What follows belongs to an exercise in optimizing a design on an open flow for small area, a short achievable clock period and few clock cycles; a production flow would make more cautious choices.
Function was checked by simulation only, so behaviour that the tests miss may differ from the original.

==> flow/config.mk <==
export PLATFORM = sky130hd
export DESIGN_NAME = aggregate_top
export DESIGN_NICKNAME = aggregate_top
export VERILOG_FILES = /design/flow/design.v
export SDC_FILE = /design/flow/constraint.sdc
export NUM_CORES = 4
export LEC_CHECK = 0
export CAP_MARGIN = 20
export CORE_MARGIN = 2
export CORE_UTILIZATION = 40
export SETUP_SLACK_MARGIN = 5
export SLEW_MARGIN = 20
==> flow/constraint.sdc <==
create_clock -name core_clock -period 8.5 [get_ports {clk}]
set_input_delay 1.7000 -clock core_clock [delete_from_list [all_inputs] [get_ports {clk}]]
set_output_delay 1.7000 -clock core_clock [all_outputs]
set_load 0.01 [all_outputs]
==> flow/design.v <==
package agg_pkg;
	localparam int NUM_VERTICES = 16;  
	localparam int FEAT_LANES = 4;  
	localparam int ELEM_W = 16;
	localparam int VADDR_W = 4;  
	localparam int COUNT_W = 8;
	localparam int PROD_W = 2 * ELEM_W;  
	localparam int FEAT_W = FEAT_LANES * ELEM_W;  
	localparam int CODE_W = 24;  
	localparam int ISSUE_W = 1 + CODE_W + 1 + 1 + 1 + VADDR_W;
	localparam int ISSUE_DST = 0;  
	localparam int ISSUE_RUN_END = VADDR_W;  
	localparam int ISSUE_LAST = VADDR_W + 1;  
	localparam int ISSUE_FIRST = VADDR_W + 2;  
	localparam int ISSUE_WEIGHT = VADDR_W + 3;  
	localparam int ISSUE_VALID = VADDR_W + 3 + CODE_W;
	localparam int MUL_ROWS = 2;  
endpackage
package link_pkg;
	localparam int CREDITS = 4;  
	localparam int PTR_W = 2;  
	localparam int CNT_W = 3;  
	localparam logic REC_HEADER = 1'b0;
	localparam logic REC_EDGE = 1'b1;
	localparam int REC_W = 1 + 4 + 8 + 16;
	localparam int REC_WEIGHT = 0;  
	localparam int REC_COUNT = 16;  
	localparam int REC_ADDR = 24;  
	localparam int REC_KIND = 28;
endpackage
`timescale 1ns/100ps
module feature_buffer #(
	parameter bit FWD = 0  
) (
	input logic clk,
	input logic we,
	input logic [agg_pkg::VADDR_W-1:0] wr_addr,
	input logic [agg_pkg::FEAT_W-1:0] wr_data,
	input logic rd_en,
	input logic [agg_pkg::VADDR_W-1:0] rd_addr,
	output logic [agg_pkg::FEAT_W-1:0] rd_data
);
	logic [agg_pkg::NUM_VERTICES-1:0][agg_pkg::FEAT_W-1:0] mem;
	logic [agg_pkg::NUM_VERTICES-1:0] rd_sel;
	logic fwd_hit;
	logic [agg_pkg::FEAT_W-1:0] rd_next;
	for (genvar i = 0; i < agg_pkg::NUM_VERTICES; i++) begin : g_slot
		always_ff @(posedge clk) begin
			if (we && wr_addr == agg_pkg::VADDR_W'(i)) begin
				mem[i] <= wr_data;
			end
		end
	end
	assign fwd_hit = FWD && we && (wr_addr == rd_addr);
	for (genvar i = 0; i < agg_pkg::NUM_VERTICES; i++) begin : g_sel
		assign rd_sel[i] = (rd_addr == agg_pkg::VADDR_W'(i)) && !fwd_hit;
	end
	always_comb begin
		rd_next = {agg_pkg::FEAT_W{fwd_hit}} & wr_data;
		for (int i = 0; i < agg_pkg::NUM_VERTICES; i++) begin
			rd_next = rd_next | ({agg_pkg::FEAT_W{rd_sel[i]}} & mem[i]);
		end
	end
	always_ff @(posedge clk) begin
		if (rd_en) begin
			rd_data <= rd_next;
		end
	end
endmodule
`timescale 1ns/100ps
module record_ingress (
	input logic clk,
	input logic rst,
	input logic rec_valid,
	input logic [link_pkg::REC_W-1:0] rec,
	input logic pop,
	output logic [link_pkg::REC_W-1:0] head,
	output logic head_valid,
	output logic [3:0] head_addr,  
	output logic credit_return
);
	localparam int SLOT_W = 1 + 4 + 16;  
	logic [SLOT_W-1:0] mem [link_pkg::CREDITS];
	logic [SLOT_W-1:0] slot_in;
	logic [SLOT_W-1:0] slot_out;
	logic [link_pkg::PTR_W-1:0] wr_ptr;
	logic [link_pkg::PTR_W-1:0] rd_ptr;
	logic [link_pkg::CNT_W-1:0] count;
	logic do_pop;
	logic [link_pkg::PTR_W-1:0] rd_ptr_next;
	assign slot_in = {rec[link_pkg::REC_KIND], rec[link_pkg::REC_ADDR +: 4],
		(rec[link_pkg::REC_KIND] == link_pkg::REC_HEADER)
			? {8'd0, rec[link_pkg::REC_COUNT +: 8]} : rec[link_pkg::REC_WEIGHT +: 16]};
	assign slot_out = mem[rd_ptr];
	assign head = {slot_out[20:16], slot_out[7:0], slot_out[15:0]};
	assign head_valid = (count != '0);
	assign do_pop = pop && head_valid;
	assign rd_ptr_next = rd_ptr + do_pop;
	always_ff @(posedge clk) begin
		if (rec_valid && wr_ptr == rd_ptr_next) begin
			head_addr <= rec[link_pkg::REC_ADDR +: 4];
		end else begin
			head_addr <= mem[rd_ptr_next][19:16];
		end
	end
	always_ff @(posedge clk) begin
		if (rec_valid) begin
			mem[wr_ptr] <= slot_in;  
		end
	end
	always_ff @(posedge clk) begin
		if (rst) begin
			wr_ptr <= '0;
			rd_ptr <= '0;
			count <= '0;
			credit_return <= 1'b0;
		end else begin
			credit_return <= do_pop;  
			if (rec_valid) begin
				wr_ptr <= wr_ptr + 1'b1;  
			end
			if (do_pop) begin
				rd_ptr <= rd_ptr + 1'b1;
			end
			case ({rec_valid, do_pop})
				2'b10: count <= count + 1'b1;
				2'b01: count <= count - 1'b1;
				default: count <= count;
			endcase
		end
	end
endmodule
`timescale 1ns/100ps
module aggregate_ctrl (
	input logic clk,
	input logic rst,
	input logic start,
	input logic [agg_pkg::COUNT_W-1:0] num_vertices,
	input logic [link_pkg::REC_W-1:0] head,
	input logic head_valid,
	input logic [agg_pkg::VADDR_W-1:0] head_addr_q,  
	input logic load_we,
	output logic pop,
	output logic [agg_pkg::VADDR_W-1:0] src_rd_addr,
	output logic src_rd_en,
	output logic [agg_pkg::ISSUE_W-1:0] issue,
	output logic done,
	output logic busy
);
	logic pf_valid;
	logic pf_stale;  
	logic pf_header;
	logic [agg_pkg::VADDR_W-1:0] pf_addr;
	logic [agg_pkg::COUNT_W-1:0] pf_count;
	logic pf_count0;
	logic [agg_pkg::CODE_W-1:0] pf_code;  
	logic issuing;  
	logic in_run;  
	logic [agg_pkg::COUNT_W-1:0] vert_left;  
	logic [agg_pkg::COUNT_W-1:0] edges_left;  
	logic [agg_pkg::VADDR_W-1:0] cur_dst;
	logic [agg_pkg::VADDR_W-1:0] head_addr;
	logic [agg_pkg::COUNT_W-1:0] head_count;
	logic [agg_pkg::ELEM_W-1:0] head_weight;
	logic head_header;
	logic [agg_pkg::CODE_W-1:0] head_code;
	logic [agg_pkg::COUNT_W-1:0] vl;  
	logic pf_ready;
	logic take;
	logic term_last;
	logic term_end;
	logic pf_valid_n;
	logic pf_stale_n;
	logic pf_header_n;
	logic pf_count0_n;
	logic issuing_n;
	logic in_run_n;
	logic [agg_pkg::COUNT_W-1:0] vert_left_n;
	logic [agg_pkg::COUNT_W-1:0] edges_left_n;
	logic term_end_n;
	logic done_n;
	assign head_addr = head[link_pkg::REC_ADDR +: agg_pkg::VADDR_W];
	assign head_count = head[link_pkg::REC_COUNT +: agg_pkg::COUNT_W];
	assign head_weight = head[link_pkg::REC_WEIGHT +: agg_pkg::ELEM_W];
	assign head_header = (head[link_pkg::REC_KIND] == link_pkg::REC_HEADER);
	booth_enc enc_i (
		.w(head_header ? agg_pkg::ELEM_W'(1) : head_weight),
		.code(head_code)
	);
	function automatic logic is_end(input logic header, input logic count0,
			input logic [agg_pkg::COUNT_W-1:0] vleft, input logic [agg_pkg::COUNT_W-1:0] eleft);
		is_end = header ? (count0 && (vleft == agg_pkg::COUNT_W'(1)))
			: ((eleft == agg_pkg::COUNT_W'(1)) && (vleft == '0));
	endfunction
	assign vl = start ? num_vertices : vert_left;
	assign pf_ready = pf_valid && !pf_stale;
	assign take = pf_ready && (issuing || start);
	assign pop = head_valid && !load_we && !pf_stale && (!pf_valid || take);
	assign src_rd_addr = pf_stale ? pf_addr : head_addr_q;
	assign src_rd_en = pop || (pf_stale && !load_we);
	assign term_last = pf_header ? pf_count0 : (edges_left == agg_pkg::COUNT_W'(1));
	assign term_end = is_end(pf_header, pf_count0, vl, edges_left);
	always_comb begin
		pf_valid_n = pop || (pf_valid && !take);
		pf_stale_n = load_we && pf_valid;  
		pf_header_n = pop ? head_header : pf_header;
		pf_count0_n = pop ? (head_count == '0) : pf_count0;
		vert_left_n = vl;
		edges_left_n = start ? '0 : edges_left;
		if (take) begin
			if (pf_header) begin
				vert_left_n = vl - 1'b1;
				edges_left_n = pf_count;
			end else begin
				edges_left_n = edges_left - 1'b1;
			end
		end
		issuing_n = (issuing || start) && !(take && term_end);
		in_run_n = (in_run || start) && !done;
		term_end_n = is_end(pf_header_n, pf_count0_n, vert_left_n, edges_left_n);
		done_n = (issuing_n && pf_valid_n && !pf_stale_n && term_end_n)
			|| (start && take && term_end);
	end
	assign issue[agg_pkg::ISSUE_VALID] = take;
	assign issue[agg_pkg::ISSUE_FIRST] = pf_header;
	assign issue[agg_pkg::ISSUE_LAST] = term_last;
	assign issue[agg_pkg::ISSUE_RUN_END] = 1'b0;  
	assign issue[agg_pkg::ISSUE_WEIGHT +: agg_pkg::CODE_W] = pf_code;
	assign issue[agg_pkg::ISSUE_DST +: agg_pkg::VADDR_W] = pf_header ? pf_addr : cur_dst;
	always_ff @(posedge clk) begin
		if (rst) begin
			pf_valid <= 1'b0;
			pf_stale <= 1'b0;
			issuing <= 1'b0;
			in_run <= 1'b0;
			done <= 1'b0;
			busy <= 1'b0;
			vert_left <= '0;
			edges_left <= '0;
		end else begin
			pf_valid <= pf_valid_n;
			pf_stale <= pf_stale_n;
			issuing <= issuing_n;
			in_run <= in_run_n;
			done <= done_n;
			busy <= in_run_n && !done_n;
			vert_left <= vert_left_n;
			edges_left <= edges_left_n;
		end
	end
	always_ff @(posedge clk) begin
		pf_header <= pf_header_n;
		pf_count0 <= pf_count0_n;
		if (pop) begin
			pf_addr <= head_addr;
			pf_count <= head_count;
			pf_code <= head_code;
		end
		if (take && pf_header) begin
			cur_dst <= pf_addr;
		end
	end
endmodule
`timescale 1ns/100ps
module vector_mac (
	input logic clk,
	input logic rst,
	input logic [agg_pkg::ISSUE_W-1:0] issue,
	input logic [agg_pkg::FEAT_W-1:0] src_data,
	output logic dst_we,
	output logic [agg_pkg::VADDR_W-1:0] dst_addr,
	output logic [agg_pkg::FEAT_W-1:0] dst_data
);
	localparam int ROWS = agg_pkg::MUL_ROWS;
	logic [agg_pkg::CODE_W-1:0] code;
	logic s2_valid;
	logic s2_last;
	logic [agg_pkg::VADDR_W-1:0] s2_dst;
	logic [agg_pkg::FEAT_LANES*ROWS*agg_pkg::ELEM_W-1:0] s1_rows;
	logic [agg_pkg::FEAT_LANES*ROWS*agg_pkg::ELEM_W-1:0] s2_rows;
	logic [agg_pkg::FEAT_W-1:0] acc;  
	logic acc_clear;  
	logic [agg_pkg::FEAT_W-1:0] acc_next;
	assign code = issue[agg_pkg::ISSUE_WEIGHT +: agg_pkg::CODE_W];
	for (genvar i = 0; i < agg_pkg::FEAT_LANES; i++) begin : g_lane
		localparam int RW = ROWS * agg_pkg::ELEM_W;
		mul_lo16_cs mul_i (
			.a(src_data[i*agg_pkg::ELEM_W +: agg_pkg::ELEM_W]),
			.code(code),
			.rows(s1_rows[i*RW +: RW])
		);
		acc_sum_cs sum_i (
			.acc(acc[i*agg_pkg::ELEM_W +: agg_pkg::ELEM_W]),
			.rows(s2_rows[i*RW +: RW]),
			.sum(acc_next[i*agg_pkg::ELEM_W +: agg_pkg::ELEM_W])  
		);
	end
	always_ff @(posedge clk) begin
		if (rst) begin
			s2_valid <= 1'b0;
		end else begin
			s2_valid <= issue[agg_pkg::ISSUE_VALID];
		end
	end
	always_ff @(posedge clk) begin
		s2_last <= issue[agg_pkg::ISSUE_LAST];
		s2_dst <= issue[agg_pkg::ISSUE_DST +: agg_pkg::VADDR_W];
		s2_rows <= s1_rows;
	end
	assign acc_clear = issue[agg_pkg::ISSUE_VALID] && issue[agg_pkg::ISSUE_FIRST];
	always_ff @(posedge clk) begin
		if (acc_clear) begin
			acc <= '0;
		end else if (s2_valid) begin
			acc <= acc_next;
		end
	end
	assign dst_we = s2_valid && s2_last;
	assign dst_addr = s2_dst;
	assign dst_data = acc_next;
endmodule
module booth_enc (
	input logic [15:0] w,
	output logic [23:0] code  
);
	logic [16:0] wx;
	assign wx = {w, 1'b0};
	for (genvar j = 0; j < 8; j++) begin : g_digit
		logic b0, b1, b2;  
		assign b0 = wx[2*j];
		assign b1 = wx[2*j+1];
		assign b2 = wx[2*j+2];
		assign code[j] = b1 ^ b0;  
		assign code[8+j] = (b2 & !b1 & !b0) | (!b2 & b1 & b0);  
		assign code[16+j] = b2 & !(b1 & b0);  
	end
endmodule
module mul_lo16_cs (
	input logic [15:0] a,
	input logic [23:0] code,
	output logic [2*16-1:0] rows
);
	logic [7:0] one, two, neg;
	logic [16:0] ax;
	assign {neg, two, one} = code;
	assign ax = {a, 1'b0};
	logic [15:0] pp0;  
	for (genvar k = 0; k < 16; k++) begin : g_pp0
		assign pp0[k] = ((one[0] & ax[k+1]) | (two[0] & ax[k])) ^ neg[0];
	end
	logic [13:0] pp1;  
	for (genvar k = 0; k < 14; k++) begin : g_pp1
		assign pp1[k] = ((one[1] & ax[k+1]) | (two[1] & ax[k])) ^ neg[1];
	end
	logic [11:0] pp2;  
	for (genvar k = 0; k < 12; k++) begin : g_pp2
		assign pp2[k] = ((one[2] & ax[k+1]) | (two[2] & ax[k])) ^ neg[2];
	end
	logic [9:0] pp3;  
	for (genvar k = 0; k < 10; k++) begin : g_pp3
		assign pp3[k] = ((one[3] & ax[k+1]) | (two[3] & ax[k])) ^ neg[3];
	end
	logic [7:0] pp4;  
	for (genvar k = 0; k < 8; k++) begin : g_pp4
		assign pp4[k] = ((one[4] & ax[k+1]) | (two[4] & ax[k])) ^ neg[4];
	end
	logic [5:0] pp5;  
	for (genvar k = 0; k < 6; k++) begin : g_pp5
		assign pp5[k] = ((one[5] & ax[k+1]) | (two[5] & ax[k])) ^ neg[5];
	end
	logic [3:0] pp6;  
	for (genvar k = 0; k < 4; k++) begin : g_pp6
		assign pp6[k] = ((one[6] & ax[k+1]) | (two[6] & ax[k])) ^ neg[6];
	end
	logic [1:0] pp7;  
	for (genvar k = 0; k < 2; k++) begin : g_pp7
		assign pp7[k] = ((one[7] & ax[k+1]) | (two[7] & ax[k])) ^ neg[7];
	end
	logic m1;
	logic m2;
	logic m3;
	logic m4;
	logic m5;
	logic m6;
	logic m7;
	logic m8;
	logic m9;
	logic m10;
	logic m11;
	logic m12;
	logic m13;
	logic m14;
	logic m15;
	logic m16;
	logic m17;
	logic m18;
	logic m19;
	logic m20;
	logic m21;
	logic m22;
	logic m23;
	logic m24;
	logic m25;
	logic m26;
	logic m27;
	logic m28;
	logic m29;
	logic m30;
	logic m31;
	logic m32;
	logic m33;
	logic m34;
	logic m35;
	logic m36;
	logic m37;
	logic m38;
	logic m39;
	logic m40;
	logic m41;
	logic m42;
	logic m43;
	logic m44;
	logic m45;
	logic m46;
	logic m47;
	logic m48;
	logic m49;
	logic m50;
	logic m51;
	logic m52;
	logic m53;
	logic m54;
	logic m55;
	logic m56;
	logic m57;
	logic m58;
	logic m59;
	logic m60;
	logic m61;
	logic m62;
	logic m63;
	logic m64;
	logic m65;
	logic m66;
	logic m67;
	logic m68;
	logic m69;
	logic m70;
	logic m71;
	logic m72;
	logic m73;
	logic m74;
	logic m75;
	logic m76;
	logic m77;
	logic m78;
	logic m79;
	logic m80;
	logic m81;
	logic m82;
	logic m83;
	logic m84;
	logic m85;
	logic m86;
	logic m87;
	logic m88;
	logic m89;
	logic m90;
	logic m91;
	logic m92;
	logic m93;
	logic m94;
	logic m95;
	logic m96;
	logic m97;
	logic m98;
	logic m99;
	logic m100;
	logic m101;
	logic m102;
	logic m103;
	logic m104;
	logic m105;
	logic m106;
	logic m107;
	logic m108;
	logic m109;
	logic m110;
	logic m111;
	logic m112;
	assign m1 = pp0[10] ^ pp1[8];
	assign m2 = pp0[10] & pp1[8];
	assign m3 = pp0[11] ^ pp1[9];
	assign m4 = pp0[11] & pp1[9];
	assign m5 = pp0[12] ^ pp1[10] ^ pp2[8];
	assign m6 = (pp0[12] & pp1[10]) | (pp0[12] & pp2[8]) | (pp1[10] & pp2[8]);
	assign m7 = pp3[6] ^ pp4[4];
	assign m8 = pp3[6] & pp4[4];
	assign m9 = pp0[13] ^ pp1[11] ^ pp2[9];
	assign m10 = (pp0[13] & pp1[11]) | (pp0[13] & pp2[9]) | (pp1[11] & pp2[9]);
	assign m11 = pp3[7] ^ pp4[5];
	assign m12 = pp3[7] & pp4[5];
	assign m13 = pp0[14] ^ pp1[12] ^ pp2[10];
	assign m14 = (pp0[14] & pp1[12]) | (pp0[14] & pp2[10]) | (pp1[12] & pp2[10]);
	assign m15 = pp3[8] ^ pp4[6] ^ pp5[4];
	assign m16 = (pp3[8] & pp4[6]) | (pp3[8] & pp5[4]) | (pp4[6] & pp5[4]);
	assign m17 = pp6[2] ^ pp7[0];
	assign m18 = pp6[2] & pp7[0];
	assign m19 = pp0[15] ^ pp1[13] ^ pp2[11];
	assign m20 = (pp0[15] & pp1[13]) | (pp0[15] & pp2[11]) | (pp1[13] & pp2[11]);
	assign m21 = pp3[9] ^ pp4[7] ^ pp5[5];
	assign m22 = (pp3[9] & pp4[7]) | (pp3[9] & pp5[5]) | (pp4[7] & pp5[5]);
	assign m23 = pp6[3] ^ pp7[1];
	assign m24 = pp6[3] & pp7[1];
	assign m25 = pp0[6] ^ pp1[4];
	assign m26 = pp0[6] & pp1[4];
	assign m27 = pp0[7] ^ pp1[5];
	assign m28 = pp0[7] & pp1[5];
	assign m29 = pp0[8] ^ pp1[6] ^ pp2[4];
	assign m30 = (pp0[8] & pp1[6]) | (pp0[8] & pp2[4]) | (pp1[6] & pp2[4]);
	assign m31 = pp3[2] ^ pp4[0];
	assign m32 = pp3[2] & pp4[0];
	assign m33 = pp0[9] ^ pp1[7] ^ pp2[5];
	assign m34 = (pp0[9] & pp1[7]) | (pp0[9] & pp2[5]) | (pp1[7] & pp2[5]);
	assign m35 = pp3[3] ^ pp4[1];
	assign m36 = pp3[3] & pp4[1];
	assign m37 = m1 ^ pp2[6] ^ pp3[4];
	assign m38 = (m1 & pp2[6]) | (m1 & pp3[4]) | (pp2[6] & pp3[4]);
	assign m39 = pp4[2] ^ pp5[0] ^ neg[5];
	assign m40 = (pp4[2] & pp5[0]) | (pp4[2] & neg[5]) | (pp5[0] & neg[5]);
	assign m41 = m2 ^ m3 ^ pp2[7];
	assign m42 = (m2 & m3) | (m2 & pp2[7]) | (m3 & pp2[7]);
	assign m43 = pp3[5] ^ pp4[3] ^ pp5[1];
	assign m44 = (pp3[5] & pp4[3]) | (pp3[5] & pp5[1]) | (pp4[3] & pp5[1]);
	assign m45 = m4 ^ m5 ^ m7;
	assign m46 = (m4 & m5) | (m4 & m7) | (m5 & m7);
	assign m47 = pp5[2] ^ pp6[0] ^ neg[6];
	assign m48 = (pp5[2] & pp6[0]) | (pp5[2] & neg[6]) | (pp6[0] & neg[6]);
	assign m49 = m6 ^ m8 ^ m9;
	assign m50 = (m6 & m8) | (m6 & m9) | (m8 & m9);
	assign m51 = m11 ^ pp5[3] ^ pp6[1];
	assign m52 = (m11 & pp5[3]) | (m11 & pp6[1]) | (pp5[3] & pp6[1]);
	assign m53 = m10 ^ m12 ^ m13;
	assign m54 = (m10 & m12) | (m10 & m13) | (m12 & m13);
	assign m55 = m15 ^ m17 ^ neg[7];
	assign m56 = (m15 & m17) | (m15 & neg[7]) | (m17 & neg[7]);
	assign m57 = m14 ^ m16 ^ m18;
	assign m58 = (m14 & m16) | (m14 & m18) | (m16 & m18);
	assign m59 = m19 ^ m21 ^ m23;
	assign m60 = (m19 & m21) | (m19 & m23) | (m21 & m23);
	assign m61 = pp0[4] ^ pp1[2];
	assign m62 = pp0[4] & pp1[2];
	assign m63 = pp0[5] ^ pp1[3];
	assign m64 = pp0[5] & pp1[3];
	assign m65 = m25 ^ pp2[2] ^ pp3[0];
	assign m66 = (m25 & pp2[2]) | (m25 & pp3[0]) | (pp2[2] & pp3[0]);
	assign m67 = m26 ^ m27 ^ pp2[3];
	assign m68 = (m26 & m27) | (m26 & pp2[3]) | (m27 & pp2[3]);
	assign m69 = m28 ^ m29 ^ m31;
	assign m70 = (m28 & m29) | (m28 & m31) | (m29 & m31);
	assign m71 = m30 ^ m32 ^ m33;
	assign m72 = (m30 & m32) | (m30 & m33) | (m32 & m33);
	assign m73 = m34 ^ m36 ^ m37;
	assign m74 = (m34 & m36) | (m34 & m37) | (m36 & m37);
	assign m75 = m38 ^ m40 ^ m41;
	assign m76 = (m38 & m40) | (m38 & m41) | (m40 & m41);
	assign m77 = m42 ^ m44 ^ m45;
	assign m78 = (m42 & m44) | (m42 & m45) | (m44 & m45);
	assign m79 = m46 ^ m48 ^ m49;
	assign m80 = (m46 & m48) | (m46 & m49) | (m48 & m49);
	assign m81 = m50 ^ m52 ^ m53;
	assign m82 = (m50 & m52) | (m50 & m53) | (m52 & m53);
	assign m83 = m54 ^ m56 ^ m57;
	assign m84 = (m54 & m56) | (m54 & m57) | (m56 & m57);
	assign m85 = pp0[2] ^ pp1[0];
	assign m86 = pp0[2] & pp1[0];
	assign m87 = pp0[3] ^ pp1[1];
	assign m88 = pp0[3] & pp1[1];
	assign m89 = m61 ^ pp2[0] ^ neg[2];
	assign m90 = (m61 & pp2[0]) | (m61 & neg[2]) | (pp2[0] & neg[2]);
	assign m91 = m62 ^ m63 ^ pp2[1];
	assign m92 = (m62 & m63) | (m62 & pp2[1]) | (m63 & pp2[1]);
	assign m93 = m64 ^ m65 ^ neg[3];
	assign m94 = (m64 & m65) | (m64 & neg[3]) | (m65 & neg[3]);
	assign m95 = m66 ^ m67 ^ pp3[1];
	assign m96 = (m66 & m67) | (m66 & pp3[1]) | (m67 & pp3[1]);
	assign m97 = m68 ^ m69 ^ neg[4];
	assign m98 = (m68 & m69) | (m68 & neg[4]) | (m69 & neg[4]);
	assign m99 = m70 ^ m71 ^ m35;
	assign m100 = (m70 & m71) | (m70 & m35) | (m71 & m35);
	assign m101 = m72 ^ m73 ^ m39;
	assign m102 = (m72 & m73) | (m72 & m39) | (m73 & m39);
	assign m103 = m74 ^ m75 ^ m43;
	assign m104 = (m74 & m75) | (m74 & m43) | (m75 & m43);
	assign m105 = m76 ^ m77 ^ m47;
	assign m106 = (m76 & m77) | (m76 & m47) | (m77 & m47);
	assign m107 = m78 ^ m79 ^ m51;
	assign m108 = (m78 & m79) | (m78 & m51) | (m79 & m51);
	assign m109 = m80 ^ m81 ^ m55;
	assign m110 = (m80 & m81) | (m80 & m55) | (m81 & m55);
	assign m111 = m82 ^ m83 ^ m59;
	assign m112 = (m82 & m83) | (m82 & m59) | (m83 & m59);
	assign rows[0*16 +: 16] = {m110, m108, m106, m104, m102, m100, m98, m96, m94, m92, m90, m88, m86, m85, pp0[1], pp0[0]};
	assign rows[1*16 +: 16] = {m111, m109, m107, m105, m103, m101, m99, m97, m95, m93, m91, m89, m87, neg[1], 1'b0, neg[0]};
endmodule
module acc_sum_cs (
	input logic [15:0] acc,
	input logic [2*16-1:0] rows,
	output logic [15:0] sum
);
	logic s1;
	logic s2;
	logic s3;
	logic s4;
	logic s5;
	logic s6;
	logic s7;
	logic s8;
	logic s9;
	logic s10;
	logic s11;
	logic s12;
	logic s13;
	logic s14;
	logic s15;
	logic s16;
	logic s17;
	logic s18;
	logic s19;
	logic s20;
	logic s21;
	logic s22;
	logic s23;
	logic s24;
	logic s25;
	logic s26;
	logic s27;
	logic s28;
	logic s29;
	logic s30;
	logic s31;
	logic s32;
	assign s1 = acc[0] ^ rows[0*16+0];
	assign s2 = acc[0] & rows[0*16+0];
	assign s3 = acc[1] ^ rows[0*16+1] ^ rows[1*16+1];
	assign s4 = (acc[1] & rows[0*16+1]) | (acc[1] & rows[1*16+1]) | (rows[0*16+1] & rows[1*16+1]);
	assign s5 = acc[2] ^ rows[0*16+2] ^ rows[1*16+2];
	assign s6 = (acc[2] & rows[0*16+2]) | (acc[2] & rows[1*16+2]) | (rows[0*16+2] & rows[1*16+2]);
	assign s7 = acc[3] ^ rows[0*16+3] ^ rows[1*16+3];
	assign s8 = (acc[3] & rows[0*16+3]) | (acc[3] & rows[1*16+3]) | (rows[0*16+3] & rows[1*16+3]);
	assign s9 = acc[4] ^ rows[0*16+4] ^ rows[1*16+4];
	assign s10 = (acc[4] & rows[0*16+4]) | (acc[4] & rows[1*16+4]) | (rows[0*16+4] & rows[1*16+4]);
	assign s11 = acc[5] ^ rows[0*16+5] ^ rows[1*16+5];
	assign s12 = (acc[5] & rows[0*16+5]) | (acc[5] & rows[1*16+5]) | (rows[0*16+5] & rows[1*16+5]);
	assign s13 = acc[6] ^ rows[0*16+6] ^ rows[1*16+6];
	assign s14 = (acc[6] & rows[0*16+6]) | (acc[6] & rows[1*16+6]) | (rows[0*16+6] & rows[1*16+6]);
	assign s15 = acc[7] ^ rows[0*16+7] ^ rows[1*16+7];
	assign s16 = (acc[7] & rows[0*16+7]) | (acc[7] & rows[1*16+7]) | (rows[0*16+7] & rows[1*16+7]);
	assign s17 = acc[8] ^ rows[0*16+8] ^ rows[1*16+8];
	assign s18 = (acc[8] & rows[0*16+8]) | (acc[8] & rows[1*16+8]) | (rows[0*16+8] & rows[1*16+8]);
	assign s19 = acc[9] ^ rows[0*16+9] ^ rows[1*16+9];
	assign s20 = (acc[9] & rows[0*16+9]) | (acc[9] & rows[1*16+9]) | (rows[0*16+9] & rows[1*16+9]);
	assign s21 = acc[10] ^ rows[0*16+10] ^ rows[1*16+10];
	assign s22 = (acc[10] & rows[0*16+10]) | (acc[10] & rows[1*16+10]) | (rows[0*16+10] & rows[1*16+10]);
	assign s23 = acc[11] ^ rows[0*16+11] ^ rows[1*16+11];
	assign s24 = (acc[11] & rows[0*16+11]) | (acc[11] & rows[1*16+11]) | (rows[0*16+11] & rows[1*16+11]);
	assign s25 = acc[12] ^ rows[0*16+12] ^ rows[1*16+12];
	assign s26 = (acc[12] & rows[0*16+12]) | (acc[12] & rows[1*16+12]) | (rows[0*16+12] & rows[1*16+12]);
	assign s27 = acc[13] ^ rows[0*16+13] ^ rows[1*16+13];
	assign s28 = (acc[13] & rows[0*16+13]) | (acc[13] & rows[1*16+13]) | (rows[0*16+13] & rows[1*16+13]);
	assign s29 = acc[14] ^ rows[0*16+14] ^ rows[1*16+14];
	assign s30 = (acc[14] & rows[0*16+14]) | (acc[14] & rows[1*16+14]) | (rows[0*16+14] & rows[1*16+14]);
	assign s31 = acc[15] ^ rows[0*16+15] ^ rows[1*16+15];
	assign s32 = (acc[15] & rows[0*16+15]) | (acc[15] & rows[1*16+15]) | (rows[0*16+15] & rows[1*16+15]);
	assign sum = {s30, s28, s26, s24, s22, s20, s18, s16, s14, s12, s10, s8, s6, s4, s2, s1} + {s31, s29, s27, s25, s23, s21, s19, s17, s15, s13, s11, s9, s7, s5, s3, rows[1*16+0]};
endmodule
`timescale 1ns/100ps
module aggregate_top (
	input logic clk,
	input logic rst,
	input logic start,
	input logic [agg_pkg::COUNT_W-1:0] num_vertices,
	input logic rec_valid,
	input logic [link_pkg::REC_W-1:0] rec,
	output logic credit_return,
	input logic load_we,
	input logic [agg_pkg::VADDR_W-1:0] load_addr,
	input logic [agg_pkg::FEAT_W-1:0] load_data,
	input logic [agg_pkg::VADDR_W-1:0] rd_addr,
	output logic [agg_pkg::FEAT_W-1:0] rd_data,
	output logic busy,
	output logic done
);
	logic [link_pkg::REC_W-1:0] head;
	logic head_valid;
	logic [agg_pkg::VADDR_W-1:0] head_addr;
	logic pop;
	logic [agg_pkg::VADDR_W-1:0] src_rd_addr;
	logic src_rd_en;
	logic [agg_pkg::FEAT_W-1:0] src_data;
	logic [agg_pkg::ISSUE_W-1:0] issue;
	logic dst_we;
	logic [agg_pkg::VADDR_W-1:0] dst_addr;
	logic [agg_pkg::FEAT_W-1:0] dst_data;
	record_ingress ingress_i (
		.clk(clk),
		.rst(rst),
		.rec_valid(rec_valid),
		.rec(rec),
		.pop(pop),
		.head(head),
		.head_valid(head_valid),
		.head_addr(head_addr),
		.credit_return(credit_return)
	);
	aggregate_ctrl ctrl_i (
		.clk(clk),
		.rst(rst),
		.start(start),
		.num_vertices(num_vertices),
		.head(head),
		.head_valid(head_valid),
		.head_addr_q(head_addr),
		.load_we(load_we),
		.pop(pop),
		.src_rd_addr(src_rd_addr),
		.src_rd_en(src_rd_en),
		.issue(issue),
		.done(done),
		.busy(busy)
	);
	feature_buffer #(.FWD(0)) src_buf_i (  
		.clk(clk),
		.we(load_we),
		.wr_addr(load_addr),
		.wr_data(load_data),
		.rd_en(src_rd_en),
		.rd_addr(src_rd_addr),
		.rd_data(src_data)
	);
	vector_mac mac_i (
		.clk(clk),
		.rst(rst),
		.issue(issue),
		.src_data(src_data),
		.dst_we(dst_we),
		.dst_addr(dst_addr),
		.dst_data(dst_data)
	);
	feature_buffer #(.FWD(1)) dst_buf_i (  
		.clk(clk),
		.we(dst_we),
		.wr_addr(dst_addr),
		.wr_data(dst_data),
		.rd_en(1'b1),
		.rd_addr(rd_addr),
		.rd_data(rd_data)
	);
endmodule
==> flow/run.sh <==
#!/bin/bash
# synth_recipe.tcl (not shown) runs the flow's synth.tcl, then flattens the netlist and writes it again
# the make line also repeats each setting of config.mk as NAME=value (left out here)
make -C /OpenROAD-flow-scripts/flow DESIGN_CONFIG=/design/flow/config.mk WORK_HOME=/design/flow/orfs CLKGATE_MAP_FILE= SYNTH_SCRIPT=/design/flow/synth_recipe.tcl finish
==> results.ini, run 1 <==
[run_status]
status = timing/DRC/antenna clean

[timing]
setup_violations = 0
final_max_slew_viol_count = 0
worst_clock_skew_ps = 65.92
hold_viol = 0
finalCriticalPeriod_ps = 3523
relSlewSlack_pct = 23.53
worstMarginPinSlew_ps = 1139
rsz0062_at_grt = true
fmax_mhz = 283.9
tns_ps = 0
period_share_pct = 41.44

[global_route]
grt_pass1_wl_um = 431000
grt_pass1_vias = 59700
globalRoute.totalOverflow = 0
grtUsageTotal_pct = 22.90
antenna_found_initial = 43
grt_max_degree = 65

[final_layout]
layout-drive-gt1-share_pct = 13.45
area_growth_pct = 17.17
nets = 7056
final_cell_area_um2 = 119600

[worst_setup_path]
crit_chain = buf_6 -> buf_12 -> a22oi_2 -> xnor2_1 -> fa_1 -> fa_1 -> inv_1 -> fa_2 -> xnor2_2 -> xnor2_1 -> xnor2_1 -> xnor2_1 -> xnor2_1
reg2reg_depth = 13
critPathCaptureType = flip-flop
cp_slowest_cell = fa_1
crit_type = flip-flop to flip-flop
slowest_delay_ps = 550
critPathTopFamily = adder cells
path_max_fanout = 6
critical_path_depth = 13
crit_path_frequent_cell = xnor2_1
critPathArrivalTime_ps = 4330
path_buf_inv = 3
cp.required_ps = 9310
cp-start-kind = flip-flop

[placed_design]
place_area_um2 = 108700
port-buffer-count = 180
dp_hpwl_um = 158800
gp_congestion = 0.8011

[yosys]
syn_area_um2 = 102000
async_reset_ff_share_pct = 0
synth_area_per_cell_um2 = 16.34
synth-seq-cells = 2526
syn_inst = 6245
synth.distinct_cells = 88
yosysTopAreaCellShare_pct = 65.80
synth_area_leaders = edfxtp_1, dfxtp_1, a22oi_1
synth.largest_area_cell = edfxtp_1
synth_edf_count = 2236
ys.flop_type = edfxtp_1
ys_warn_count = 5
ys_seq_area_share_pct = 71.49
syn_nets = 6685

[hold_path]
hold_class = flip-flop to flip-flop
worstHoldPathCells = 1

[floorplan]
dieArea_um2 = 259200
die_x_um = 509.1
io_pins = 181
placeableCoreArea_um2 = 253900
start_util_pct = 40.19
dieHeight_um = 509.1
num_rows = 185

[clock_network]
clk_pin_slew_ps = 60
cts-root-buf = clkbuf_16
htree_levels = 5
cts_max_path_buffers = 4
cts_buffers = 279
cts_tree = done
clock_latency_ps = 970
cts.sinks = 2526

[drt]
remaining_drc_errors = 0
firstDrtPassIters = 8
vias = 60900
wirelength_um = 304600
drt_iter0_markers = 6821
wl_per_cell_um = 29.90
vias_per_cell = 5.979
antenna_left = 0

[job]
cap_violations = 0

## metrics by stage
| step | worst slack, ps | util (%) | cells | hold WS, ps |
|---|---|---|---|---|
| after floorplan | 4062 | - | 6245 | 346.2 |
| after global placement | 2992 | 42.77 | 9600 | 429.6 |
| after detailed placement | 2902 | 42.80 | 9603 | 434.7 |
| after CTS | 4913 | 46.85 | 10150 | 448.5 |
| after global routing | 4891 | 47.08 | 10180 | 474.7 |
| final | 4977 | 47.09 | 10190 | 441.8 |
## routing by layer
layer / GRT usage, % / vias to the layer above / wire (um)
met5: 0 / - / 529
met4: 7.606 / 48 / 10420
met3: 3.863 / 617 / 24550
met2: 38.00 / 2949 / 147400
met1: 30.57 / 31590 / 121700
li1: - / 25700 / -
## cells by family after synthesis
logic type      after synthesis  synth area share, %
compound gates             1558                12.27
flops                      2526                71.49
buf+inv                     565                2.220
mux                         104                1.354
xor+xnor                    396                3.417
simple gates                770                3.871
fa+ha+maj                   326                5.387
## registers in the layout (all words and copies together), names as in the netlist, 2 cells and up, named ones only
signal,flops
dst_buf_i.mem,1024
src_buf_i.mem,1024
mac_i.s2_rows,118
ingress_i.mem,84
dst_buf_i.rd_data,64
mac_i.acc,64
src_buf_i.rd_data,64
ctrl_i.pf_code,24
ctrl_i.edges_left,8
ctrl_i.pf_count,8
ctrl_i.vert_left,8
ctrl_i.cur_dst,4
ctrl_i.pf_addr,4
ingress_i.head_addr,4
mac_i.s2_dst,4
ingress_i.count,3
ingress_i.rd_ptr,2
ingress_i.wr_ptr,2
## Yosys cell counts (17+ instances only)
cell type / number
nand2b_1: 22
a211oi_1: 17
mux2_2: 22
xnor2_1: 319
a21oi_1: 52
a22o_1: 276
ha_1: 137
clkbuf_1: 266
buf_1: 50
fa_1: 189
nor3_1: 63
buf_2: 48
nand3_1: 47
nor2_1: 164
mux4_2: 25
xor2_1: 76
and2_1: 37
dfxtp_1: 290
mux2i_1: 57
a211o_1: 32
a21o_1: 17
edfxtp_1: 2236
nor2b_1: 22
and3_1: 28
o21ai_0: 38
nand4_1: 154
a221oi_1: 287
a22oi_1: 704
nand2_1: 164
inv_1: 182
## final cells by class
cell class	instances	area [um2]
Clock buffer	342	7478
Sequential cell	2526	72990
Tap cell	3366	4212
Timing Repair inverter	1	7.507
Timing Repair Buffer	465	5206
Antenna cell	9	22.52
Clock inverter	134	1179
Multi-Input combinational cell	3157	27780
Inverter	186	704.4
Fill cell	21360	134400
## final timing paths
check,startpoint,endpoint,slack [ps]
max,ctrl_i.pf_code[10],mac_i.s2_rows[95],4980
min,ctrl_i.done,ctrl_i.in_run,440
max reg2reg,ctrl_i.pf_code[10],mac_i.s2_rows[95],4980
min reg2reg,ctrl_i.done,ctrl_i.in_run,440
## cell usage in the layout (no fill, tap or decap), types with 134 or more instances in the layout
master,n
clkbuf_16,289
a22o_1,276
a22oi_1,694
inv_1,180
a221oi_1,287
dfxtp_1,267
xnor2_1,307
nand4_1,154
nand2_1,164
fa_1,185
edfxtp_1,2236
ha_1,134
buf_4,179
## what timing repair did
action | in CTS | in global routing
setup endpoints to repair | 1317 | 572
gates resized for setup | 259 | 66
setup buffers | 47 | 24
gates cloned | 20 | 7
pin swaps | 21 | 37
hold buffers | 0 | 0
Testbench counts, summed over its fixed seeds: cycles 3,824.
==> inputs of run 2 (changes only) <==
--- a/flow/config.mk
+++ b/flow/config.mk
@@ -10,2 +10,5 @@
 export CORE_UTILIZATION = 40
+export CTS_BUF_LIST = sky130_fd_sc_hd__clkbuf_8
+export CTS_CLUSTER_DIAMETER = 50
+export CTS_CLUSTER_SIZE = 14
 export SETUP_SLACK_MARGIN = 5
==> results.ini, run 2 <==
[timing]
worstMarginPinSlew_ps = 1199  ; +59.78 ps
relSlewSlack_pct = 20.01  ; -3.5 points
tns_ps = 0  ; unchanged
final_max_slew_viol_count = 0  ; unchanged
period_share_pct = 41.58  ; +0.14 points
worst_clock_skew_ps = 106.5  ; +40.58 ps
finalCriticalPeriod_ps = 3535  ; +12.03 ps
hold_viol = 0  ; unchanged
rsz0062_at_grt = true
holdWs_ps = 439.7  ; -2.073 ps
setup_violations = 0  ; unchanged
fmax_mhz = 282.9  ; -0.34%

[yosys]
muxShareOfSynthArea_pct = 1.354  ; unchanged
synth_edf_count = 2236  ; unchanged
yosysTopAreaCellShare_pct = 65.80  ; unchanged
synth_top_family_by_area = compound AO/OA/AOI/OAI gates
synthTopCellsByCount = edfxtp_1, a22oi_1, xnor2_1, dfxtp_1, a221oi_1
yosysMostFrequentCell = edfxtp_1
ys.flop_type = edfxtp_1
async_reset_ff_share_pct = 0  ; unchanged
ys_warn_count = 5  ; unchanged
syn_nets = 6685  ; unchanged
synth_area_leaders = edfxtp_1, dfxtp_1, a22oi_1
synthAdderAreaFrac_pct = 5.387  ; unchanged
syn_inst = 6245  ; unchanged
synth_compound_area_share_pct = 12.27  ; unchanged
synth.distinct_cells = 88  ; unchanged
synth-seq-cells = 2526  ; unchanged
synth.largest_area_cell = edfxtp_1
ys_seq_area_share_pct = 71.49  ; unchanged
synth_simple_gate_area_share_pct = 3.871  ; unchanged
synth_area_per_cell_um2 = 16.34  ; unchanged
synth_xor_area_share_pct = 3.417  ; unchanged
syn_area_um2 = 102000  ; unchanged

[drt]
remaining_drc_errors = 0  ; unchanged
firstDrtPassIters = 6  ; -2
wl_per_cell_um = 29.61  ; -1.0%
wirelength_um = 299700  ; -1.6%
drt_iter0_markers = 6931  ; +1.6%
vias = 60300  ; -0.99%
vias_per_cell = 5.957  ; -0.37%
antenna_left = 0  ; unchanged

[placed_design]
gp_congestion = 0.8011  ; unchanged
dp_hpwl_um = 158800  ; unchanged
port-buffer-count = 180  ; unchanged

[worst_setup_path]
path_max_fanout = 36  ; +30
crit_type = input port to flip-flop
critPathArrivalTime_ps = 4240  ; -90 ps
cp-start-kind = input port
cp.required_ps = 9200  ; -110 ps
critPathCaptureType = flip-flop

[floorplan]
num_rows = 185  ; unchanged
placeableCoreArea_um2 = 253900  ; unchanged
dieArea_um2 = 259200  ; unchanged
dieHeight_um = 509.1  ; unchanged
start_util_pct = 40.19  ; unchanged
die_x_um = 509.1  ; unchanged
io_pins = 181  ; unchanged

[clock_network]
cts.sinks = 2526  ; unchanged
htree_levels = 4  ; -1
cts_max_path_buffers = 3  ; -1
clk_pin_slew_ps = 90  ; +30 ps
cts_buffers = 241  ; -14%
cts_tree = done
clock_latency_ps = 1130  ; +160 ps
cts-root-buf = clkbuf_8

[global_route]
grt_pass1_vias = 59070  ; -1.0%
grt_pass1_wl_um = 424800  ; -1.4%
antenna_found_initial = 37  ; -14%
grt_max_degree = 65  ; unchanged
grtUsageTotal_pct = 22.53  ; -0.37 points
globalRoute.totalOverflow = 0  ; unchanged

[final_layout]
nets = 7005  ; -0.72%
final_cell_mix = edfxtp_1, a22oi_1, xnor2_1
largest_registers = dst_buf_i.mem x1024, src_buf_i.mem x1024, mac_i.s2_rows x118
layout-drive-gt1-share_pct = 13.53  ; +0.080 points
layout_commonest_cell = edfxtp_1
area_growth_pct = 13.60

[hold_path]
hold_class = flip-flop to flip-flop

[run_status]
status = timing/DRC/antenna clean

[job]
cap_violations = 0  ; unchanged

==> run 2: cell counts after synthesis <==
No cell type changed its count.
==> run 2: timing repair <==
item | 4_1_cts | 5_1_grt
setup endpoints to repair | 1006 | 254
hold buffers | 0 | 0
gates cloned | 15 | 7
buffers inserted | 51 | 12
pin swaps | 18 | 42
gates resized for setup | 296 | 84
==> run 2: worst paths after layout <==
| check | slack (ps) | startpoint | to | depth (start not counted) |
|---|---|---|---|---|
| worst max-delay path | 4970 | load_addr[0] | src_buf_i.mem[304] | 5 |
| worst min-delay path | 440 | dst_buf_i.mem[36] | dst_buf_i.rd_data[36] | 2 |
| worst max register to register | 5020 | ctrl_i.pf_code[9] | mac_i.s2_rows[127] | 13 |
| worst min register to register | 440 | dst_buf_i.mem[36] | dst_buf_i.rd_data[36] | 2 |
==> run 2: critical path: stages <==
cell	delay, ps
clkdlybuf4s50_1	690
nand2b_2	460
nor3_4	170
buf_4	590
buf_6	550
==> run 2: cell families (layout without fill, tap and decap cells) <==
group,after synthesis,count (layout)
flops,2526,2526
compound gates,1558,1558
simple gates,770,773
buf+inv,565,1058
xor+xnor,396,396
fa+ha+maj,326,326
mux,104,104
other cells,0,16
==> run 2: area by class of cell <==
type / instances / area [um2]
inverters: 186 / 704.4
well taps: 3366 / 4212
repair buffers: 453 / 4846
multi-input cells: 3157 / 27810
clock buffers: 244 / 3358
diodes: 16 / 40.04
clock inverters: 175 / 1912
flip-flops and latches: 2526 / 73040
fillers: 21740 / 138000
==> run 2: layer usage <==
layer	part of all wire, %	GRT usage (%)
met5	0.085	0
met4	3.1	6.605
met3	8.1	3.753
met2	49	37.61
met1	40	30.25
==> run 2: per-stage QoR <==
| stage | instance area (um2) | setup WS (ps) | util (%) | cells |
|---|---|---|---|---|
| after global routing | 115900 | 4940 | 45.65 | 10120 |
| after detailed placement | 108700 | 2902 | 42.80 | 9603 |
| after floorplan | 102300 | 4062 | - | 6245 |
| after CTS | 115300 | 4904 | 45.39 | 10090 |
| after global placement | 108600 | 2992 | 42.77 | 9600 |
| final | 115900 | 4965 | 45.65 | 10120 |
==> inputs of run 3 (changes only) <==
--- a/flow/config.mk
+++ b/flow/config.mk
@@ -7,2 +7,3 @@
 export LEC_CHECK = 0
+export ABC_AREA = 1
 export CAP_MARGIN = 20
@@ -10,5 +11,5 @@
 export CORE_UTILIZATION = 40
-export CTS_BUF_LIST = sky130_fd_sc_hd__clkbuf_8
-export CTS_CLUSTER_DIAMETER = 50
-export CTS_CLUSTER_SIZE = 14
+export CTS_BUF_LIST = sky130_fd_sc_hd__clkbuf_16
+export CTS_CLUSTER_DIAMETER = 70
+export CTS_CLUSTER_SIZE = 24
 export SETUP_SLACK_MARGIN = 5
==> results.ini, run 3 <==
[drt]
antenna_left = 0  ; unchanged
drt_iter0_markers = 6822  ; -1.6%
remaining_drc_errors = 0  ; unchanged
vias = 66480  ; +10%
vias_per_cell = 5.420  ; -9.0%
wl_per_cell_um = 24.91  ; -16%
firstDrtPassIters = 6  ; unchanged
wirelength_um = 305500  ; +1.9%

[clock_network]
clk_pin_slew_ps = 90  ; about the same
cts-root-buf = clkbuf_16
hold_buffers = 0  ; unchanged
cts_tree = done
cts.sinks = 2526  ; unchanged
cts_max_path_buffers = 3  ; unchanged
clock_latency_ps = 880  ; -250 ps
cts_buffers = 142  ; -41%
htree_levels = 4  ; unchanged

[placed_design]
dp_hpwl_um = 173700  ; +9.4%
dp_slack_ps = 2943  ; +40.23 ps
place_area_um2 = 111600  ; +2.7%
place_inst = 11930  ; +24%
gp_congestion = 0.8334  ; +4.0%
port-buffer-count = 180  ; unchanged

[floorplan]
dieHeight_um = 517.2  ; +1.6%
io_pins = 181  ; unchanged
die_x_um = 517.2  ; +1.6%
placeableCoreArea_um2 = 262000  ; +3.2%
start_util_pct = 40.20  ; about the same
num_rows = 188  ; +1.6%
dieArea_um2 = 267400  ; +3.2%

[final_layout]
largest_registers = dst_buf_i.mem x1024, src_buf_i.mem x1024, mac_i.s2_rows x118
fin_cells = 12270  ; +21%
final_cell_mix = edfxtp_1, nand2_1, inv_1
nets = 9086  ; +30%
final_cell_area_um2 = 118600  ; +2.3%
layout_commonest_cell = edfxtp_1
area_growth_pct = 12.56
layout-drive-gt1-share_pct = 8.142  ; -5.4 points

[worst_setup_path]
reg2reg_slack_ps = 4930  ; -90 ps
critPathCaptureType = flip-flop
crit_type = flip-flop to flip-flop
timing.rr.start = mac_i.s2_dst[0]
path_max_fanout = 44  ; +22%
reg2reg_to = dst_buf_i.mem[521]
reg2reg_depth = 4  ; -9
cp.required_ps = 8970  ; -230 ps
cp-start-kind = flip-flop
critPathArrivalTime_ps = 4040  ; -200 ps

[timing]
tns_ps = 0  ; unchanged
setup_violations = 0  ; unchanged
period_share_pct = 41.98  ; +0.40 points
fmax_mhz = 280.2  ; -0.95%
worstMarginPinSlew_ps = 1116  ; -82.54 ps
finalCriticalPeriod_ps = 3568  ; +33.73 ps
relSlewSlack_pct = 25.59  ; +5.6 points
final_max_slew_viol_count = 0  ; unchanged
hold_viol = 0  ; unchanged
setup_ws_ps = 4932  ; -33.73 ps
rsz0062_at_grt = true
worst_clock_skew_ps = 43.19  ; -63.31 ps

[yosys]
synth_edf_count = 2236  ; unchanged
synth-seq-cells = 2526  ; unchanged
synth_area_per_cell_um2 = 12.49  ; -24%
synth_compound_area_share_pct = 5.734  ; -6.5 points
async_reset_ff_share_pct = 0  ; unchanged
synth_simple_gate_area_share_pct = 12.62  ; +8.7 points
synthAdderAreaFrac_pct = 5.220  ; -0.17 points
ys_seq_area_share_pct = 69.26  ; -2.2 points
synth.distinct_cells = 52  ; -41%
yosysTopAreaCellShare_pct = 63.75  ; -2.0 points
ys.flop_type = edfxtp_1
syn_inst = 8436  ; +35%
synth_top_family_by_area = simple AND/OR/NAND/NOR gates
synth_xor_area_share_pct = 3.042  ; -0.37 points
synth_area_leaders = edfxtp_1, nand2_1, dfxtp_1
synthTopCellsByCount = edfxtp_1, nand2_1, inv_1, nor2_1, nand3_1
yosysMostFrequentCell = edfxtp_1
ys_warn_count = 5  ; unchanged
muxShareOfSynthArea_pct = 0.1711  ; -1.2 points
syn_area_um2 = 105300  ; +3.2%
syn_nets = 8876  ; +33%
synth.largest_area_cell = edfxtp_1

[hold_path]
hold_end = dst_buf_i.rd_data[55]
worstHoldPathCells = 2  ; unchanged
hold_class = flip-flop to flip-flop
hold_path_startpoint = dst_buf_i.mem[887]

[global_route]
grt_pass1_wl_um = 437400  ; +3.0%
grt_pass1_vias = 64550  ; +9.3%
antenna_found_initial = 34  ; -8.1%
grt_max_degree = 76  ; +17%
globalRoute.totalOverflow = 0  ; unchanged
grtUsageTotal_pct = 22.31  ; -0.22 points

[job]
cap_violations = 0  ; unchanged

[run_status]
status = timing/DRC/antenna clean

==> run 3: area by class of cell <==
class	instances	area (um2)
Antenna cell	6	15.01
Clock buffer	143	3578
Tap cell	3515	4398
Timing Repair inverter	1	5.005
Fill cell	23410	143500
Clock inverter	100	1041
Multi-Input combinational cell	4870	29170
Sequential cell	2526	73000
Timing Repair Buffer	403	4536
Inverter	702	2819
==> run 3: kinds of logic after synthesis <==
logic type,Yosys count
DFF,2526
xor gates and xnor gates,365
AOI/OAI and AO/OA,931
buffers and inverters,1046
adders and majority gates,326
muxes,16
and+or+nand+nor,3226
==> run 3: metal layers <==
| layer | wire length (um) | vias up | track usage, % | part of all wire [%] |
|---|---|---|---|---|
| met1 | 120500 | 33250 | 28.44 | 39 |
| li1 | - | 29750 | - | - |
| met2 | 148800 | 2853 | 38.27 | 49 |
| met5 | 263 | - | 0 | 0.086 |
| met3 | 24950 | 593 | 3.983 | 8.2 |
| met4 | 11010 | 40 | 7.516 | 3.6 |
==> run 3: worst max-delay path, cell delays in order, from the launching register on <==
cell     delay, ps
dfxtp_1        510
inv_1          350
nand3_1        500
nor2_4         880
buf_4          870
==> run 3: how the worst max path moves through the flow <==
| stage | from | endpoint | slack, ps | cells after the start |
|---|---|---|---|---|
| 3_5_place_dp | rd_addr[0] | dst_buf_i.rd_data[55] | 2940 | 12 |
| 6_report | mac_i.s2_dst[0] | dst_buf_i.mem[521] | 4930 | 4 |
| 5_1_grt | ctrl_i.pf_code[1] | mac_i.s2_rows[127] | 4790 | 16 |
| 3_3_place_gp | rd_addr[0] | dst_buf_i.rd_data[55] | 3050 | 12 |
| 4_1_cts | ctrl_i.pf_code[1] | mac_i.s2_rows[127] | 4840 | 16 |
| 2_1_floorplan | load_we | src_buf_i.mem[0] | 4540 | 3 |
==> run 3: per-stage QoR <==
stage	hold slack (ps)	util [%]
3_3_place_gp	431.8	42.57
2_1_floorplan	342.7	-
5_1_grt	482.1	45.24
4_1_cts	442.1	44.92
6_report	456.7	45.25
3_5_place_dp	430.0	42.59
==> run 3: repair_timing <==
item	in CTS	in global routing
hold endpoints to repair	0	0
cloned	19	6
buffers inserted	39	19
pin swaps	35	57
gates resized for setup	259	134
endpoints found under the setup margin	1214	478
==> inputs of run 4 (changes only) <==
--- a/flow/config.mk
+++ b/flow/config.mk
@@ -7,3 +7,2 @@
 export LEC_CHECK = 0
-export ABC_AREA = 1
 export CAP_MARGIN = 20
==> results.ini, run 4 <==
[timing]
finalCriticalPeriod_ps = 3511  ; -57.88 ps
tns_ps = 0  ; unchanged
setup_violations = 0  ; unchanged
final_max_slew_viol_count = 0  ; unchanged
worst_clock_skew_ps = 42.45  ; -0.7409 ps
hold_viol = 0  ; unchanged
period_share_pct = 41.30  ; -0.68 points
worstMarginPinSlew_ps = 1162  ; +46.20 ps
fmax_mhz = 284.9  ; +1.6%
relSlewSlack_pct = 22.43  ; -3.2 points
rsz0062_at_grt = true
holdWs_ps = 453.5  ; -3.214 ps

[worst_setup_path]
cp.required_ps = 9230  ; +260 ps
crit_type = input port to flip-flop
cp-start-kind = input port
critPathArrivalTime_ps = 4240  ; +200 ps
path_max_fanout = 24  ; -45%
critPathCaptureType = flip-flop

[clock_network]
cts-root-buf = clkbuf_16
htree_levels = 4  ; unchanged
cts.sinks = 2526  ; unchanged
clock_latency_ps = 860  ; -20 ps
clk_pin_slew_ps = 90  ; about the same
cts_buffers = 145  ; +2.1%
hold_buffers = 0  ; unchanged
cts_max_path_buffers = 3  ; unchanged
cts_tree = done

[placed_design]
place_inst = 9603  ; -20%
place_area_um2 = 108700  ; -2.6%
port-buffer-count = 180  ; unchanged
gp_congestion = 0.8011  ; -3.9%
dp_hpwl_um = 158800  ; -8.6%

[final_layout]
final_cell_area_um2 = 116000  ; -2.1%
layout_commonest_cell = edfxtp_1
fin_cells = 9974  ; -19%
multi_input_area_um2 = 27770  ; -4.8%
largest_registers = dst_buf_i.mem x1024, src_buf_i.mem x1024, mac_i.s2_rows x118
fillCellCount = 21680  ; -7.4%
final_cell_mix = edfxtp_1, a22oi_1, xnor2_1
layout-drive-gt1-share_pct = 11.60  ; +3.5 points
nets = 6937  ; -24%
register_area_um2 = 73000  ; unchanged
area_growth_pct = 13.71

[global_route]
grt_pass1_vias = 58440  ; -9.5%
grt_max_degree = 65  ; -14%
grt_pass1_wl_um = 426200  ; -2.6%
antenna_found_initial = 44  ; +29%
grtUsageTotal_pct = 22.70  ; +0.39 points
globalRoute.totalOverflow = 0  ; unchanged

[yosys]
async_reset_ff_share_pct = 0  ; unchanged
synth-seq-cells = 2526  ; unchanged
synthTopCellsByCount = edfxtp_1, a22oi_1, xnor2_1, dfxtp_1, a221oi_1
ys_warn_count = 5  ; unchanged
synth_edf_count = 2236  ; unchanged
syn_area_um2 = 102000  ; -3.1%
syn_nets = 6685  ; -25%
synth_area_leaders = edfxtp_1, dfxtp_1, a22oi_1
ys_seq_area_share_pct = 71.49  ; +2.2 points
yosysTopAreaCellShare_pct = 65.80  ; +2.0 points
synth_area_per_cell_um2 = 16.34  ; +31%
syn_inst = 6245  ; -26%
synth.largest_area_cell = edfxtp_1
yosysMostFrequentCell = edfxtp_1
ys.flop_type = edfxtp_1
synth.distinct_cells = 88  ; +69%

[run_status]
status = timing/DRC/antenna clean

[floorplan]
start_util_pct = 40.19  ; about the same
dieHeight_um = 509.1  ; -1.6%
dieArea_um2 = 259200  ; -3.1%
die_x_um = 509.1  ; -1.6%
io_pins = 181  ; unchanged
num_rows = 185  ; -1.6%
placeableCoreArea_um2 = 253900  ; -3.1%

[drt]
remaining_drc_errors = 0  ; unchanged
antenna_left = 0  ; unchanged
wl_per_cell_um = 30.21  ; +21%
wirelength_um = 301300  ; -1.4%
firstDrtPassIters = 6  ; unchanged
vias = 60120  ; -9.6%
drt_iter0_markers = 7458  ; +9.3%
vias_per_cell = 6.028  ; +11%

[hold_path]
hold_class = flip-flop to flip-flop

[job]
cap_violations = 0  ; unchanged

-- run 4: cell types whose count changed after synthesis, moves of 91 or more --
cell and change:
a21oi_1 -148, a221oi_1 +195, a22o_1 +223, a22oi_1 +703, clkbuf_1 +91, inv_1 -459
nand2_1 -2029, nand3_1 -287, nor2_1 -226, o21ai_0 -107, o22ai_1 -286, xnor2_1 +284
xor2_1 -253
-- run 4: metal layers --
layer / routed length, um / up-vias / global-route usage, %
met5: 356 / - / 0
met4: 10320 / 54 / 6.878
met3: 24480 / 537 / 3.534
met2: 145800 / 2861 / 37.85
met1: 120300 / 31360 / 30.58
li1: - / 25310 / -
-- run 4: kinds of logic after synthesis --
| logic type | synth area share, % |
|---|---|
| compound gates | 12.27 |
| fa+ha+maj | 5.387 |
| mux | 1.354 |
| simple gates | 3.871 |
| xor+xnor | 3.417 |
| flops | 71.49 |
| buf+inv | 2.220 |
-- run 4: worst paths after layout --
kind	start	to	slack, ps	depth (start not counted)
worst max-delay path	rd_addr[3]	dst_buf_i.rd_data[62]	4990	12
worst min-delay path	ctrl_i.done	ctrl_i.in_run	450	1
worst max register to register	ctrl_i.pf_code[1]	mac_i.s2_rows[92]	5030	11
worst min register to register	ctrl_i.done	ctrl_i.in_run	450	1
-- run 4: cell type report --
cell class              count  share of cell area, %
flip-flops and latches   2526                  62.91
repair inverters            1               0.006469
multi-input cells        3157                  23.93
inverters                 186                 0.6103
well taps                3366                  3.629
clock inverters           107                  1.129
diodes                      5                0.01078
clock buffers             146                  3.148
repair buffers            480                  4.624
-- run 4: worst max-delay path, cell delays in order --
cell and delay [ps]:
dlygate4sd2_1 290, xor2_1 200, nor3_4 250, buf_12 150
buf_12 130, a211oi_4 70, buf_8 210, buf_16 220
a22o_1 210, a221oi_1 340, nand4_1 170, a211o_1 270
-- run 4: repair_timing --
item,CTS,global route
cloned,22,6
buffers inserted,54,31
endpoints found under the setup margin,1320,428
resized for setup,251,41
pin swaps,23,31
-- run 4: per-stage QoR --
stage,worst slack [ps],util (%)
finish,4990,45.70
global route,4908,45.70
CTS,5001,45.46
detailed placement,2902,42.80
global placement,2992,42.77
floorplan,4062,-
==> inputs of run 5 (changes only) <==
--- a/flow/config.mk
+++ b/flow/config.mk
@@ -9,3 +9,3 @@
 export CORE_MARGIN = 2
-export CORE_UTILIZATION = 40
+export CORE_UTILIZATION = 55
 export CTS_BUF_LIST = sky130_fd_sc_hd__clkbuf_16
@@ -13,2 +13,3 @@
 export CTS_CLUSTER_SIZE = 24
+export PLACE_DENSITY = 0.7
 export SETUP_SLACK_MARGIN = 5
==> results.ini, run 5 <==
[final_layout]
nets = 6928  ; -0.13%
final_cell_mix = edfxtp_1, a22oi_1, xnor2_1
area_growth_pct = 12.17
finish.utilization_pct = 61.93  ; +16 points
layout_commonest_cell = edfxtp_1

[clock_network]
cts_buffers = 143  ; -1.4%
cts-root-buf = clkbuf_16
cts.sinks = 2526  ; unchanged
clk_pin_slew_ps = 90  ; about the same
cts_tree = done
cts_max_path_buffers = 3  ; unchanged
clock_latency_ps = 860  ; about the same

[timing]
hold_viol = 0  ; unchanged
final_max_slew_viol_count = 0  ; unchanged
worst_clock_skew_ps = 54.31  ; +11.87 ps
period_share_pct = 42.89  ; +1.6 points
tns_ps = 0  ; unchanged
setup_violations = 0  ; unchanged
worstMarginPinSlew_ps = 1193  ; +31.06 ps
fmax_mhz = 274.3  ; -3.7%

[worst_setup_path]
path_max_fanout = 49  ; +100%
cp.required_ps = 8950  ; -280 ps
reg2reg_depth = 3  ; -8
reg2reg_to = dst_buf_i.mem[450]
cp-start-kind = flip-flop
critPathArrivalTime_ps = 4100  ; -140 ps
critPathCaptureType = flip-flop
crit_type = flip-flop to flip-flop

[yosys]
synth.largest_area_cell = edfxtp_1
ys_warn_count = 5  ; unchanged
synth-seq-cells = 2526  ; unchanged
yosysMostFrequentCell = edfxtp_1
synthTopCellsByCount = edfxtp_1, a22oi_1, xnor2_1, dfxtp_1, a221oi_1
ys.flop_type = edfxtp_1
synth_edf_count = 2236  ; unchanged
async_reset_ff_share_pct = 0  ; unchanged
syn_area_um2 = 102000  ; unchanged
syn_nets = 6685  ; unchanged

[drt]
drt_iter0_markers = 8049  ; +7.9%
wl_per_cell_um = 31.72  ; +5.0%
firstDrtPassIters = 8  ; +2
vias_per_cell = 6.703  ; +11%
remaining_drc_errors = 0  ; unchanged
vias = 60790  ; +1.1%

[floorplan]
io_pins = 181  ; unchanged
num_rows = 158  ; -15%
placeableCoreArea_um2 = 184800  ; -27%
dieHeight_um = 434.8  ; -15%
die_x_um = 434.8  ; -15%

[hold_path]
worstHoldPathCells = 1  ; unchanged
hold_end = ctrl_i.in_run
hold_class = flip-flop to flip-flop

[job]
cap_violations = 0  ; unchanged

[placed_design]
dp_hpwl_um = 153700  ; -3.2%
gp_congestion = 0.8345  ; +4.2%
port-buffer-count = 180  ; unchanged

[global_route]
grt_pass1_vias = 58960  ; +0.88%
globalRoute.totalOverflow = 0  ; unchanged
grt_max_degree = 62  ; -4.6%
antenna_found_initial = 26  ; -41%
grt_pass1_wl_um = 410800  ; -3.6%
grtUsageTotal_pct = 29.71  ; +7.0 points

[run_status]
status = timing/DRC/antenna clean

## run 5: cell counts after synthesis
No cell type changed its count.
## run 5: worst max-delay path by stage
stage,start,endpoint,slack (ps)
after floorplan,load_addr[0],src_buf_i.mem[0],4060
after global placement,rd_addr[1],dst_buf_i.rd_data[63],3190
after detailed placement,rd_addr[1],dst_buf_i.rd_data[63],3120
after CTS,load_addr[0],src_buf_i.mem[965],4720
after global routing,mac_i.s2_valid,dst_buf_i.mem[450],4850
final,mac_i.s2_valid,dst_buf_i.mem[450],4850
## run 5: worst max-delay path: stages, from the launching register on
cell     delay [ps]
dfxtp_4         710
nand4_1         690
nor2_4          880
buf_4           900
## run 5: metal layers
layer / up-vias / global-route usage (%) / share of wire [%]
li1: 25300 / - / -
met1: 31150 / 39.71 / 37
met2: 3718 / 49.51 / 49
met3: 594 / 4.450 / 9.8
met4: 24 / 11.34 / 4.1
met5: - / 0 / 0.054
## run 5: metrics by stage
stage          std cells  instance area, um2  hold slack, ps  worst slack (ps)
3_5_place_dp        8720              107400           429.5              3115
5_1_grt             9063              114400           462.8              4852
6_report            9069              114500           436.4              4854
2_1_floorplan       6245              102300           346.2              4062
4_1_cts             9023              113800           440.8              4719
3_3_place_gp        8720              107400           431.3              3190
## run 5: timing repair
item / 4_1_cts / 5_1_grt
setup buffers: 50 / 28
setup endpoints to repair: 1298 / 896
pin swaps: 59 / 34
gates resized for setup: 284 / 67
gates cloned: 18 / 6
hold buffers: 0 / 0
## run 5: cells by family (layout without fill, tap and decap cells)
family / count (synthesis) / count (layout) / synth area share [%]
multiplexers: 104 / 104 / 1.354
other: 0 / 11 / 0
XOR/XNOR: 396 / 396 / 3.417
buffers and inverters: 565 / 894 / 2.220
AND/OR/NAND/NOR: 770 / 774 / 3.871
flip-flops: 2526 / 2526 / 71.49
adder cells (fa/ha/maj): 326 / 326 / 5.387
AO/OA/AOI/OAI: 1558 / 1558 / 12.27
## run 5: area by class of cell
cell class              instances  area [um2]
flip-flops and latches       2526       73000
clock inverters                88       915.9
fillers                     13170       70380
clock buffers                 147        3679
repair buffers                472        5145
inverters                     186       708.2
multi-input cells            3158       27880
diodes                         11       27.53
repair inverters                1       7.507
well taps                    2480        3103

==> re-timing with driven ports <==
Ports are ideal in the flow. The routed layouts listed here were re-timed in OpenROAD.
Step 1 assumes that a clkbuf_16 drives the clock port and a buf_2 every other input.
Step 2 adds t to the input delays and takes it off the output delays; t is the mean of the earliest and latest rising clock arrival at the registers after step 1. Input paths then give back, and output paths get back, about the clock's delay inside the block.
Three values: ideal ports, drivers, drivers and shift; two values: the first two.
run | shift t [ns] | setup WS [ns] | worst register clock-pin slew, ns | pins driven straight from the clock port
run 1 | 1.018 | 4.977 / 4.974 / 4.052 | 0.06 / 0.06 | 1
run 2 | 1.163 | 4.965 / 4.982 / 3.850 | 0.10 / 0.10 | 1
run 3 | 0.950 | 4.932 / 4.932 / 4.135 | 0.10 / 0.10 | 1
run 4 | 0.938 | 4.989 / 4.971 / 4.103 | 0.10 / 0.10 | 1
run 5 | 0.932 | 4.854 / 4.854 / 4.056 | 0.10 / 0.10 | 1
After both steps every run listed still meets setup and hold. For run 2, which loses most, drivers alone change the setup slack by +0.017 ns; drivers and shift together by -1.115 ns.
